What follows belongs to an exercise in optimizing a design on an open flow for a short achievable clock period and few clock cycles per item; a production flow would make more cautious choices. In this exercise RTL edits were held to simulation tests only and were not proved equivalent to the original. Power and IR drop assume default switching activity.

Setup of trial 39:
## lc4_cpu
module lc4_cpu (
   input  logic        gwe,
   input  logic        i_arst_n,
   input  logic [15:0] i_imem_insn,
   output logic [15:0] o_imem_addr,
   input  logic [15:0] i_dmem_data,
   output logic [15:0] o_dmem_addr,
   output logic        o_dmem_we,
   output logic [15:0] o_dmem_wdata,
   output logic        o_retire_valid,
   output logic [15:0] o_retire_pc,
   output logic [15:0] o_retire_insn,
   output logic        o_retire_we,
   output logic [2:0]  o_retire_wsel,
   output logic [15:0] o_retire_data
);
   localparam int NB = 4;     
   localparam int TB = 8;     
   function automatic logic [2:0] flags_of(input logic [15:0] w);
      flags_of = {w[15], w == 16'h0000, !w[15] && w != 16'h0000};
   endfunction
   function automatic logic [15:0] add16(input logic [15:0] a, input logic [15:0] b,
                                         input logic cin);
      logic [15:0] p, g, gp, pp, gn, pn;
      p  = a ^ b;
      g  = a & b;
      gp = g;
      pp = p;
      gp[0] = g[0] | (p[0] & cin);
      for (int l = 0; l < 4; l++) begin
         for (int i = 0; i < 16; i++) begin
            if (i >= (1 << l)) begin
               gn[i] = gp[i] | (pp[i] & gp[i - (1 << l)]);
               pn[i] = pp[i] & pp[i - (1 << l)];
            end else begin
               gn[i] = gp[i];
               pn[i] = pp[i];
            end
         end
         gp = gn;
         pp = pn;
      end
  ...
Size: ~2800 cells after synthesis, about 680 flip-flops, roughly 140 I/O pins, about 30000 sq um of cells after synthesis.
Settings: LEC_CHECK=0, CAP_MARGIN=20, CORE_MARGIN=2, CORE_UTILIZATION=40, PLACE_DENSITY=0.6, SETUP_SLACK_MARGIN=4.5, SLEW_MARGIN=20; clock period 5.2 ns.
run.sh (not shown) runs the stock make flow with config.mk's settings and CLKGATE_MAP_FILE= SYNTH_SCRIPT=/design/flow/synth_recipe.tcl, a recipe that flattens the netlist after the stock synthesis.
Testbench counts of trial 39, summed over its fixed seeds: cycles 4,089, instrs 3,763.
The following lists how build 28 was set up differently from trial 39:
--- a/flow/design.v
+++ b/flow/design.v
@@ -45,20 +45,21 @@
                gn[i] = gp[i];
                pn[i] = pp[i];
             end
          end
          gp = gn;
          pp = pn;
       end
       add16 = p ^ {gp[14:0], cin};
    endfunction
    logic [15:0] pc_q;            
+   logic [15:0] pco_q;           
    logic [15:0] regs [8];
    logic [2:0]  nzp_q;           
    logic        fx_valid;
    logic [15:0] fx_pc, fx_pc1, fx_insn;
    logic [10:0] fx_tlo9, fx_tlo11;
    logic        fx_tc9, fx_tc11;
    logic [15:11] fx_thp, fx_thm;
    logic [15:0] fx_a, fx_b, fx_d;    
    logic [15:0] fx_bx;               
    logic        fx_sub, fx_arith;    
@@ -217,49 +218,50 @@
    assign tc_x  = fx_insn[14] ? fx_tc11 : fx_tc9;
    assign ts_x  = fx_insn[14] ? fx_insn[10] : fx_insn[8];
    assign br_tgt[10:0]  = tlo_x;
    assign br_tgt[15:11] = tc_x == ts_x ? fx_pc[15:11] : tc_x ? fx_thp : fx_thm;
    assign target  = fx_jmpr ? a_j : br_tgt;
    assign mis_t   = !fx_pred || (!fx_jmpr && !fx_tok);
    assign mis_n   = fx_pred;
    assign mispredict = fx_valid && (taken ? mis_t : mis_n);
    logic mis_m;
    assign mis_m = xm_valid && xm_jchk;
-   assign o_imem_addr  = pc_q;
+   assign o_imem_addr  = pco_q;
    assign o_dmem_addr  = xm_addr;
    assign o_dmem_we    = xm_st;
    assign o_dmem_wdata = xm_sd;
    assign o_retire_valid = r_valid;
    assign o_retire_pc    = r_pc;
    assign o_retire_insn  = r_insn;
    assign o_retire_we    = r_we;
    assign o_retire_wsel  = r_insn[11:9];
    assign o_retire_data  = r_data;
    logic [15:0] pc_r, pc_d;
    logic        redirect;
    assign redirect = mis_m || mispredict;
    always_comb begin
       if (mis_m)           pc_r = xm_jtgt;
       else if (mispredict) pc_r = taken ? target : fx_pc1;
       else                 pc_r = pred_pc;
    end
    assign pc_d = (stall && !redirect) ? pc_q : pc_r;
    always_ff @(posedge gwe) begin
+      pc_q     <= i_arst_n ? pc_d : 16'h8200;
       fx_valid <= i_arst_n && !mis_m && !mispredict && !stall;
       if (!i_arst_n)
          nzp_q <= 3'b010;
       else if (m_wr)
          nzp_q <= xm_ld ? flags_of(i_dmem_data) : {xm_alu[15], xm_z, !xm_alu[15] && !xm_z};
    end
    always_ff @(posedge gwe or negedge i_arst_n) begin
-      if (!i_arst_n) pc_q <= 16'h8200;
-      else           pc_q <= pc_d;
+      if (!i_arst_n) pco_q <= 16'h8200;
+      else           pco_q <= pc_d;
    end
    always_ff @(posedge gwe) begin
       fx_pc    <= pc_q;
       fx_pc1   <= pc1;
       fx_insn  <= insn;
       fx_tlo9  <= tlo9[10:0];
       fx_tc9   <= tlo9[11];
       fx_tlo11 <= tlo11[10:0];
       fx_tc11  <= tlo11[11];
       fx_thp   <= pc_q[15:11] + 5'd1;
### Flow results
Compared with trial 39, in build 28 count of clock-buffer cells in the layout grew by 5.2%; buffer share of cell area went up 0.90 points.
Comparing number of diodes added for antenna fixing for build 28 and trial 39, the smaller number came from trial 39.
Cell with the largest stage delay on the worst path = a221oi_2: build 28; cell with the largest stage delay on the worst path = dfrtp_4: trial 39
Largest vdd supply drop was higher in the run labelled trial 39.
| internal power | build 28 vs trial 39 | about 14% lower |
Lower number of cells in the finished layout apart from fillers was reported by trial 39, not build 28.
Looking only at layout overhead on the synthesized area, and setting everything else aside, the lower value of build 28 and trial 39 goes to trial 39.
Looking at smallest setup slack after layout, build 28 sits 0.23 ns below trial 39.
Taking trial 39 as the reference point, the sequential share of layout area of build 28 falls by 0.22 points.
Per the comparison of build 28 with trial 39, count of multi-input gates now sits higher; area of placed instances went up; power density over the cells -83 nW/um^2; core utilization moved up.
Testbench counts of build 28, summed over its fixed seeds: cycles 4,089, instrs 3,763.

---

Starting RTL as in the previous note.
Settings: LEC_CHECK=0, CAP_MARGIN=20, CORE_MARGIN=2, CORE_UTILIZATION=35, PLACE_DENSITY=0.55, SETUP_SLACK_MARGIN=4.5, SLEW_MARGIN=20; clock period 5.2 ns.
The starting point passed the timing, design-rule and antenna checks.
Testbench counts at the start, summed over its fixed seeds: cycles 4,089, instrs 3,763.
Next try:
--- a/flow/design.v
+++ b/flow/design.v
@@ -43,24 +43,25 @@
                pn[i] = pp[i] & pp[i - (1 << l)];
             end else begin
                gn[i] = gp[i];
                pn[i] = pp[i];
             end
          end
          gp = gn;
          pp = pn;
       end
       add16 = p ^ {gp[14:0], cin};
    endfunction
    logic [15:0] pc_q;            
+   logic [15:0] pco_q;           
    logic [15:0] regs [8];
    logic [2:0]  nzp_q;           
    logic        fx_valid;
    logic [15:0] fx_pc, fx_pc1, fx_insn;
    logic [10:0] fx_tlo9, fx_tlo11;
    logic        fx_tc9, fx_tc11;
    logic [15:11] fx_thp, fx_thm;
    logic [15:0] fx_a, fx_b, fx_d;    
    logic [15:0] fx_bx;               
    logic        fx_sub, fx_arith;    
    logic        fx_we, fx_ld, fx_st, fx_br, fx_jmp, fx_jmpr;
    logic [6:0]  fx_op;               
@@ -215,53 +216,54 @@
    logic        tc_x, ts_x;
    assign tlo_x = fx_insn[14] ? fx_tlo11 : fx_tlo9;
    assign tc_x  = fx_insn[14] ? fx_tc11 : fx_tc9;
    assign ts_x  = fx_insn[14] ? fx_insn[10] : fx_insn[8];
    assign br_tgt[10:0]  = tlo_x;
    assign br_tgt[15:11] = tc_x == ts_x ? fx_pc[15:11] : tc_x ? fx_thp : fx_thm;
    assign target  = fx_jmpr ? a_j : br_tgt;
    assign mis_t   = !fx_pred || (!fx_jmpr && !fx_tok);
    assign mis_n   = fx_pred;
    assign mispredict = fx_valid && (taken ? mis_t : mis_n);
    logic mis_m;
    assign mis_m = xm_valid && xm_jchk;
-   assign o_imem_addr  = pc_q;
+   assign o_imem_addr  = pco_q;
    assign o_dmem_addr  = xm_addr;
    assign o_dmem_we    = xm_st;
    assign o_dmem_wdata = xm_sd;
    assign o_retire_valid = r_valid;
    assign o_retire_pc    = r_pc;
    assign o_retire_insn  = r_insn;
    assign o_retire_we    = r_we;
    assign o_retire_wsel  = r_insn[11:9];
    assign o_retire_data  = r_data;
    logic [15:0] pc_r, pc_d;
    logic        redirect;
    assign redirect = mis_m || mispredict;
    always_comb begin
       if (mis_m)           pc_r = xm_jtgt;
       else if (mispredict) pc_r = taken ? target : fx_pc1;
       else                 pc_r = pred_pc;
    end
    assign pc_d = (stall && !redirect) ? pc_q : pc_r;
    always_ff @(posedge gwe) begin
+      pc_q     <= i_arst_n ? pc_d : 16'h8200;
       fx_valid <= i_arst_n && !mis_m && !mispredict && !stall;
       if (!i_arst_n)
          nzp_q <= 3'b010;
       else if (m_wr)
          nzp_q <= xm_ld ? flags_of(i_dmem_data) : {xm_alu[15], xm_z, !xm_alu[15] && !xm_z};
    end
    always_ff @(posedge gwe or negedge i_arst_n) begin
-      if (!i_arst_n) pc_q <= 16'h8200;
-      else           pc_q <= pc_d;
+      if (!i_arst_n) pco_q <= 16'h8200;
+      else           pco_q <= pc_d;
    end
    always_ff @(posedge gwe) begin
       fx_pc    <= pc_q;
       fx_pc1   <= pc1;
       fx_insn  <= insn;
       fx_tlo9  <= tlo9[10:0];
       fx_tc9   <= tlo9[11];
       fx_tlo11 <= tlo11[10:0];
       fx_tc11  <= tlo11[11];
       fx_thp   <= pc_q[15:11] + 5'd1;
       fx_thm   <= pc_q[15:11] - 5'd1;
       fx_a     <= (xa && !x_slow) ? lres : ra;
What happened: Clock skew decreases by 0.0031 ns; design area increases by 1.8%; worst setup slack degrades by 0.093 ns; via count increases by 4.4%; sequential cell count increases by 16; total power decreases by 15%; wire length increases by 7.9%.
Testbench counts after the change, summed over its fixed seeds: cycles 4,089, instrs 3,763.

[afterwards: timing with drivers on the ports]
No port has a modelled driver above. Below, the same layouts with a new extraction and two added sets of constraints. Step 1 sets driving cells, clkbuf_16 on the clock port and buf_2 on the other inputs (assumed; they add their load-dependent delay and slew). Step 2, shift: input delay + t, output delay - t, t = (earliest + latest rising clock arrival at the registers) / 2. This alone moves slack from input paths to output paths. Three values: ideal ports, drivers, drivers and shift; two values: the first two.
| run | t, ns | slack for setup (ns) | clock arrival spread, ns | worst data-port slew with drivers (ns) | pins driven straight from the clock port |
|---|---|---|---|---|---|
| trial 39 | 0.710 | 2.605 / 2.605 / 1.896 | 0.040 / 0.039 | 0.42 | 1 |
| build 28 | 0.703 | 2.378 / 2.305 / 1.602 | 0.032 / 0.031 | 0.22 | 1 |
| the first run of note 2 | 0.710 | 2.614 / 2.614 / 1.918 | 0.048 / 0.049 | 0.44 | 1 |
| the second run of note 2 | 0.718 | 2.521 / 2.439 / 1.721 | 0.044 / 0.044 | 0.27 | 1 |
After both steps setup and hold are still met in every run listed. For the second run of note 2, which loses most, drivers alone change the setup slack by -0.082 ns; drivers and shift together by -0.800 ns.
